What follows belongs to an exercise in optimizing a design on an open flow for small area and a short achievable clock period; a production flow would make more cautious choices. Only simulation tests tie the RTL to the original design; equivalence was not proved. Power is estimated from default activity; no workload was simulated.

==> job 459 <==
==> flow/design.v <==
package mips_trace_pkg;
    localparam int TRACE_W = 167;
    typedef struct packed {
        logic [31:0] pc;
        logic [31:0] instr;
        logic        rf_we;
        logic [4:0]  rf_wa;
        logic [31:0] rf_wd;
        logic        memwrite;
        logic [31:0] dataadr;
        logic [31:0] writedata;
    } trace_entry_t;
    typedef enum logic [1:0] {
        TRIG_PC     = 2'd0,
        TRIG_MEMADR = 2'd1,
        TRIG_MANUAL = 2'd2,
        TRIG_RSVD   = 2'd3
    } trig_mode_e;
    typedef enum logic [1:0] {
        ST_IDLE  = 2'd0,
        ST_ARMED = 2'd1,
        ST_POST  = 2'd2,
        ST_DONE  = 2'd3
    } trace_state_e;
endpackage
module trace_ram
#(
    parameter  int DEPTH = 16
) (
    input  logic         clk,
    input  logic         i_ph,      
    input  logic         i_sh,      
    input  mips_trace_pkg::trace_entry_t i_wdata,
    input  logic [8:0]   i_rsel,    
    input  logic         i_rph,     
    output mips_trace_pkg::trace_entry_t o_rdata
);
    localparam int W = mips_trace_pkg::TRACE_W;
    logic [W-1:0] r_mem [0:DEPTH-1];
    logic [W-1:0] r_rd;
    logic [W-1:0] w_in, w_pick;
    assign w_in = i_wdata ^ {W{i_ph}};
    logic w_shn;
    assign w_shn = ~i_sh;
    for (genvar i = 0; i < DEPTH; i++) begin : g_slot
        trace_slot u_slot (
            .clk   (clk),
            .i_sh  (i_sh),
            .i_shn (w_shn),
            .i_d   ((i == 0) ? w_in : r_mem[(i == 0) ? 0 : i-1]),
            .o_q   (r_mem[i])
        );
    end
    always_comb begin
        w_pick = '0;
        for (int j = 0; j < 9; j++)
            w_pick = w_pick | (r_mem[DEPTH-9+j] & {W{i_rsel[j]}});
    end
    always_ff @(posedge clk) begin
        r_rd <= w_pick ^ {W{i_rph}};
    end
    assign o_rdata = r_rd;
endmodule
module trace_slot (
    input  logic         clk,
    input  logic         i_sh,
    input  logic         i_shn,
    input  logic [mips_trace_pkg::TRACE_W-1:0] i_d,
    output logic [mips_trace_pkg::TRACE_W-1:0] o_q
);
    localparam int W = mips_trace_pkg::TRACE_W;
    always_ff @(posedge clk)
        o_q <= ~((o_q | {W{i_sh}}) & (i_d | {W{i_shn}}));
endmodule
module commit_trace_buffer
#(
    parameter  int DEPTH = 16,
    parameter  int POST  = 8,
    parameter  int CNT_W = 32,
    localparam int AW    = $clog2(DEPTH)
) (
    input  logic             clk,
    input  logic             reset,
    input  logic             arm,
    input  logic             abort,
    input  logic [1:0]       trig_mode,
    input  logic [31:0]      trig_val,
    input  logic             trig_now,
    input  logic             cap_valid,
    input  logic [31:0]      pc,
    input  logic [31:0]      instr,
    input  logic             rf_we,
    input  logic [4:0]       rf_wa,
    input  logic [31:0]      rf_wd,
    input  logic             memwrite,
    input  logic [31:0]      dataadr,
    input  logic [31:0]      writedata,
    output logic             busy,
    output logic             triggered,
    output logic             done,
    output logic [AW:0]      count,
    output logic [AW-1:0]    trig_index,
    output logic [CNT_W-1:0] trig_cycles,
    output logic             rd_valid,
    input  logic             rd_ready,
    output mips_trace_pkg::trace_entry_t     rd_data,
    output logic             rd_last
);
    localparam logic [AW:0] FULL = (AW+1)'(DEPTH);
    logic             r_busy, r_post, r_done, r_ph;
    logic             w_busy_nxt, w_post_nxt, w_done_nxt;
    logic [AW-1:0]    r_wr_ptr, r_trig_slot, r_post_cnt, r_trig_index;
    logic [AW-1:0]    w_wr_ptr_nxt, w_trig_slot_nxt, w_post_cnt_nxt, w_trig_index_nxt;
    logic [AW:0]      r_count, r_rd_idx, w_count_nxt, w_rd_idx_nxt;
    logic             r_triggered, w_triggered_nxt;
    logic [CNT_W-1:0] r_trig_cycles, w_trig_cycles_nxt;
    logic             r_rd_valid, r_rd_last, w_rd_valid_nxt, w_rd_last_nxt;
    mips_trace_pkg::trig_mode_e   w_mode;
    mips_trace_pkg::trace_entry_t w_entry;
    logic w_hit, w_armed, w_arm_ok, w_capture, w_fire, w_beat, w_last_cap;
    logic w_sh, w_full_nxt, w_ld_first, w_ld_next, w_ld_same;
    logic [AW-1:0] w_ti_fire, w_ti_cap;
    logic [8:0]  w_rsel, w_sel_first, w_sel_next, w_sel_same;
    assign w_mode  = mips_trace_pkg::trig_mode_e'(trig_mode);
    assign w_entry = {pc, instr, rf_we, rf_wa, rf_wd, memwrite, dataadr,
                      writedata};
    always_comb begin
        w_hit = 1'b0;
        unique case (w_mode)
            mips_trace_pkg::TRIG_PC:     w_hit = (pc == trig_val);
            mips_trace_pkg::TRIG_MEMADR: w_hit = memwrite && (dataadr == trig_val);
            mips_trace_pkg::TRIG_MANUAL: w_hit = trig_now;
            default:     w_hit = 1'b0;
        endcase
    end
    assign w_armed    = r_busy && !r_post;
    assign w_beat     = r_rd_valid && rd_ready;
    assign w_arm_ok   = !abort && !r_busy && arm;
    assign w_capture  = !abort && r_busy && cap_valid;
    assign w_fire     = w_capture && w_armed && w_hit;
    assign w_last_cap = w_capture && r_post && r_post_cnt == AW'(1);
    always_comb begin
        w_busy_nxt = r_busy;
        w_post_nxt = r_post;
        w_done_nxt = r_done;
        if (abort) begin
            w_busy_nxt = 1'b0;
            w_post_nxt = 1'b0;
            w_done_nxt = 1'b0;
        end else if (w_arm_ok) begin
            w_busy_nxt = 1'b1;
            w_post_nxt = 1'b0;
            w_done_nxt = 1'b0;
        end else if (w_fire) begin
            w_post_nxt = 1'b1;
        end else if (w_last_cap) begin
            w_busy_nxt = 1'b0;
            w_post_nxt = 1'b0;
            w_done_nxt = 1'b1;
        end else if (r_done && w_beat && r_rd_last) begin
            w_done_nxt = 1'b0;
        end
    end
    always_comb begin
        w_wr_ptr_nxt      = r_wr_ptr;
        w_count_nxt       = r_count;
        w_triggered_nxt   = r_triggered;
        w_trig_cycles_nxt = r_trig_cycles;
        w_trig_slot_nxt   = r_trig_slot;
        w_post_cnt_nxt    = r_post_cnt;
        w_rd_idx_nxt      = r_rd_idx;
        if (w_arm_ok) begin
            w_wr_ptr_nxt      = '0;
            w_count_nxt       = '0;
            w_triggered_nxt   = 1'b0;
            w_trig_cycles_nxt = '0;
            w_trig_slot_nxt   = '0;
            w_post_cnt_nxt    = '0;
            w_rd_idx_nxt      = '0;
        end else begin
            if (w_armed && !abort && r_trig_cycles != '1)
                w_trig_cycles_nxt = r_trig_cycles + CNT_W'(1);
            if (w_capture) begin
                w_wr_ptr_nxt = r_wr_ptr + AW'(1);
                if (r_count != FULL) w_count_nxt = r_count + (AW+1)'(1);
            end
            if (w_fire) begin
                w_triggered_nxt = 1'b1;
                w_trig_slot_nxt = r_wr_ptr;
                w_post_cnt_nxt  = AW'(POST);
            end else if (w_capture && r_post) begin
                w_post_cnt_nxt = r_post_cnt - AW'(1);
            end
            if (w_beat) w_rd_idx_nxt = r_rd_idx + (AW+1)'(1);
        end
    end
    assign w_full_nxt = r_count >= (AW+1)'(DEPTH-1);
    assign w_ti_fire  = w_full_nxt ? AW'(DEPTH-1) : r_wr_ptr;
    assign w_ti_cap   = r_trig_slot - (w_full_nxt ? r_wr_ptr + AW'(1) : '0);
    always_comb begin
        if (w_arm_ok)       w_trig_index_nxt = '0;
        else if (w_fire)    w_trig_index_nxt = w_ti_fire;
        else if (w_capture) w_trig_index_nxt = w_ti_cap;
        else                w_trig_index_nxt = r_trig_index;
    end
    assign w_ld_first = w_last_cap;
    assign w_ld_next  = w_beat && !r_rd_last && !abort && !arm;
    assign w_ld_same  = r_rd_valid && !rd_ready && !abort && !arm;
    assign w_rd_valid_nxt = w_ld_first || w_ld_next || w_ld_same;
    assign w_rd_last_nxt  = (w_ld_next && (r_rd_idx + (AW+1)'(2) == r_count)) ||
                            (w_ld_same && r_rd_last);
    always_comb begin
        for (int j = 0; j < 9; j++) begin
            w_sel_first[j] = (r_count == FULL) ? (j == 7)
                                               : (r_count == (AW+1)'(DEPTH-8+j));
            w_sel_next[j]  = r_count == (AW+1)'(DEPTH-7+j);
            w_sel_same[j]  = r_count == (AW+1)'(DEPTH-8+j);
            w_rsel[j]      = (w_ld_first && w_sel_first[j]) ||
                             (w_ld_next  && w_sel_next[j])  ||
                             (w_ld_same  && w_sel_same[j]);
        end
    end
    always_ff @(posedge clk or negedge reset) begin
        if (!reset) begin
            r_busy        <= 1'b0;
            r_post        <= 1'b0;
            r_done        <= 1'b0;
            r_ph          <= 1'b0;
            r_wr_ptr      <= '0;
            r_count       <= '0;
            r_triggered   <= 1'b0;
            r_trig_cycles <= '0;
            r_trig_slot   <= '0;
            r_post_cnt    <= '0;
            r_rd_idx      <= '0;
            r_trig_index  <= '0;
            r_rd_valid    <= 1'b0;
            r_rd_last     <= 1'b0;
        end else begin
            r_busy        <= w_busy_nxt;
            r_post        <= w_post_nxt;
            r_done        <= w_done_nxt;
            r_ph          <= !r_ph;
            r_wr_ptr      <= w_wr_ptr_nxt;
            r_count       <= w_count_nxt;
            r_triggered   <= w_triggered_nxt;
            r_trig_cycles <= w_trig_cycles_nxt;
            r_trig_slot   <= w_trig_slot_nxt;
            r_post_cnt    <= w_post_cnt_nxt;
            r_rd_idx      <= w_rd_idx_nxt;
            r_trig_index  <= w_trig_index_nxt;
            r_rd_valid    <= w_rd_valid_nxt;
            r_rd_last     <= w_rd_last_nxt;
        end
    end
    assign w_sh = w_capture || w_beat;
    trace_ram #(.DEPTH(DEPTH)) u_ram (
        .clk     (clk),
        .i_ph    (r_ph),
        .i_sh    (w_sh),
        .i_wdata (w_entry),
        .i_rsel  (w_rsel),
        .i_rph   (r_ph && w_rd_valid_nxt),
        .o_rdata (rd_data)
    );
    assign busy        = r_busy;
    assign done        = r_done;
    assign triggered   = r_triggered;
    assign count       = r_count;
    assign trig_cycles = r_trig_cycles;
    assign trig_index  = r_trig_index;
    assign rd_valid    = r_rd_valid;
    assign rd_last     = r_rd_last;
endmodule
==> flow/run.sh <==
#!/bin/bash
# synth_recipe.tcl (not shown) runs the flow's synth.tcl, then flattens the netlist and writes it again
# the make line also repeats each setting of config.mk as NAME=value (left out here)
make -C /OpenROAD-flow-scripts/flow DESIGN_CONFIG=/design/flow/config.mk WORK_HOME=/design/flow/orfs CLKGATE_MAP_FILE= SYNTH_SCRIPT=/design/flow/synth_recipe.tcl finish
==> flow/config.mk <==
export PLATFORM = sky130hd
export DESIGN_NAME = commit_trace_buffer
export DESIGN_NICKNAME = commit_trace_buffer
export VERILOG_FILES = /design/flow/design.v
export SDC_FILE = /design/flow/constraint.sdc
export NUM_CORES = 4
export LEC_CHECK = 0
export CAP_MARGIN = 20
export CORE_MARGIN = 2
export CORE_UTILIZATION = 65
export CTS_BUF_LIST = sky130_fd_sc_hd__clkbuf_8
export CTS_CLUSTER_SIZE = 30
export SLEW_MARGIN = 20
export SYNTH_HIERARCHICAL = 1
export SYNTH_MINIMUM_KEEP_SIZE = 0
==> flow/constraint.sdc <==
create_clock -name core_clock -period 7.0 [get_ports {clk}]
set_input_delay 1.4000 -clock core_clock [delete_from_list [all_inputs] [get_ports {clk}]]
set_output_delay 1.4000 -clock core_clock [all_outputs]
set_load 0.01 [all_outputs]
==> inputs of job 9063, as changes to job 459 <==
--- a/flow/design.v
+++ b/flow/design.v
@@ -33,4 +33,5 @@
     input  mips_trace_pkg::trace_entry_t i_wdata,
-    input  logic [8:0]   i_rsel,    
-    input  logic         i_rph,     
+    input  logic [7:0]   i_rsel,    
+    input  logic         i_ld,      
+    input  logic         i_hold,    
     output mips_trace_pkg::trace_entry_t o_rdata
@@ -55,3 +56,3 @@
         w_pick = '0;
-        for (int j = 0; j < 9; j++)
+        for (int j = 0; j < 8; j++)
             w_pick = w_pick | (r_mem[DEPTH-9+j] & {W{i_rsel[j]}});
@@ -59,3 +60,3 @@
     always_ff @(posedge clk) begin
-        r_rd <= w_pick ^ {W{i_rph}};
+        r_rd <= ({W{i_ld}} & (w_pick ^ {W{i_ph}})) | ({W{i_hold}} & r_rd);
     end
@@ -122,3 +123,3 @@
     logic [AW-1:0] w_ti_fire, w_ti_cap;
-    logic [8:0]  w_rsel, w_sel_first, w_sel_next, w_sel_same;
+    logic [7:0]  w_rsel;
     assign w_mode  = mips_trace_pkg::trig_mode_e'(trig_mode);
@@ -212,11 +213,5 @@
     always_comb begin
-        for (int j = 0; j < 9; j++) begin
-            w_sel_first[j] = (r_count == FULL) ? (j == 7)
-                                               : (r_count == (AW+1)'(DEPTH-8+j));
-            w_sel_next[j]  = r_count == (AW+1)'(DEPTH-7+j);
-            w_sel_same[j]  = r_count == (AW+1)'(DEPTH-8+j);
-            w_rsel[j]      = (w_ld_first && w_sel_first[j]) ||
-                             (w_ld_next  && w_sel_next[j])  ||
-                             (w_ld_same  && w_sel_same[j]);
-        end
+        for (int j = 0; j < 8; j++)
+            w_rsel[j] = (r_post && r_count != FULL) ? (r_count == (AW+1)'(DEPTH-8+j))
+                                                    : (r_count == (AW+1)'(DEPTH-7+j));
     end
@@ -262,3 +257,4 @@
         .i_rsel  (w_rsel),
-        .i_rph   (r_ph && w_rd_valid_nxt),
+        .i_ld    (w_ld_first || w_ld_next),
+        .i_hold  (w_ld_same),
         .o_rdata (rd_data)
Settings changed: CORE_UTILIZATION 65 to 60, CTS_BUF_LIST sky130_fd_sc_hd__clkbuf_8 to default, CTS_CLUSTER_SIZE 30 to default, SETUP_SLACK_MARGIN from default to 4.0.
==> summary.txt <==
quantity	job 459	job 9063
RSZ-0062 raised after global routing	false	true
Nets	8380	8312
First-pass GRT wire length	358000 um	375000 um
Met1 wire length	102000 um	114000 um
WP data arrival	5.47 ns	3.89 ns
Outcome	finished clean	finished clean
Layout buffering overhead excluding clock cells	5.65%	7.11%
Switching part of the total power	27.8%	27.4%
Worst-case vdd ir drop	0.000334 V	0.000293 V
Cell count after placement	9643	9708
Clkbuf count	565	421
Worst setup slack after layout	2.36 ns	3.89 ns
CP Data Required Time	7.84 ns	7.79 ns
Antenna violations before repair	24	19
Number of flip-flops under the largest register name	2672	2505
Clock network share of area	8.12%	8.43%
Post-layout instance count excluding filler cells	10400	10300
Sequential share of cell area	54.4%	51.5%
Multi-input gate count	4224	4394

-- static timing again, ports no longer ideal --
The results above use ideal ports. As a check the final layouts listed here were re-extracted and re-timed, cells and wires unchanged.
Step 1 (the two cells are an assumption about what drives the block):
set clk [get_ports {clk}]
set_driving_cell -lib_cell sky130_fd_sc_hd__clkbuf_16 $clk
set_driving_cell -lib_cell sky130_fd_sc_hd__buf_2 [delete_from_list [all_inputs] $clk]
Step 2 adds t to the input delays and takes it off the output delays; t is the mean of the earliest and latest rising clock arrival at the registers after step 1. Input paths then give back, and output paths get back, about the clock's delay inside the block.
Slacks: no drivers / after step 1 / after step 2; pairs: no drivers / after step 1.
| run | shift t [ns] | slack for setup (ns) | worst data-port slew with drivers (ns) |
|---|---|---|---|
| job 459 | 1.085 | 2.364 / 2.406 / 1.321 | 0.17 |
| job 9063 | 0.955 | 3.890 / 3.928 / 2.974 | 0.15 |
After both steps setup and hold are still met in every run listed. For job 459, which loses most, drivers alone change the setup slack by +0.042 ns; drivers and shift together by -1.043 ns.
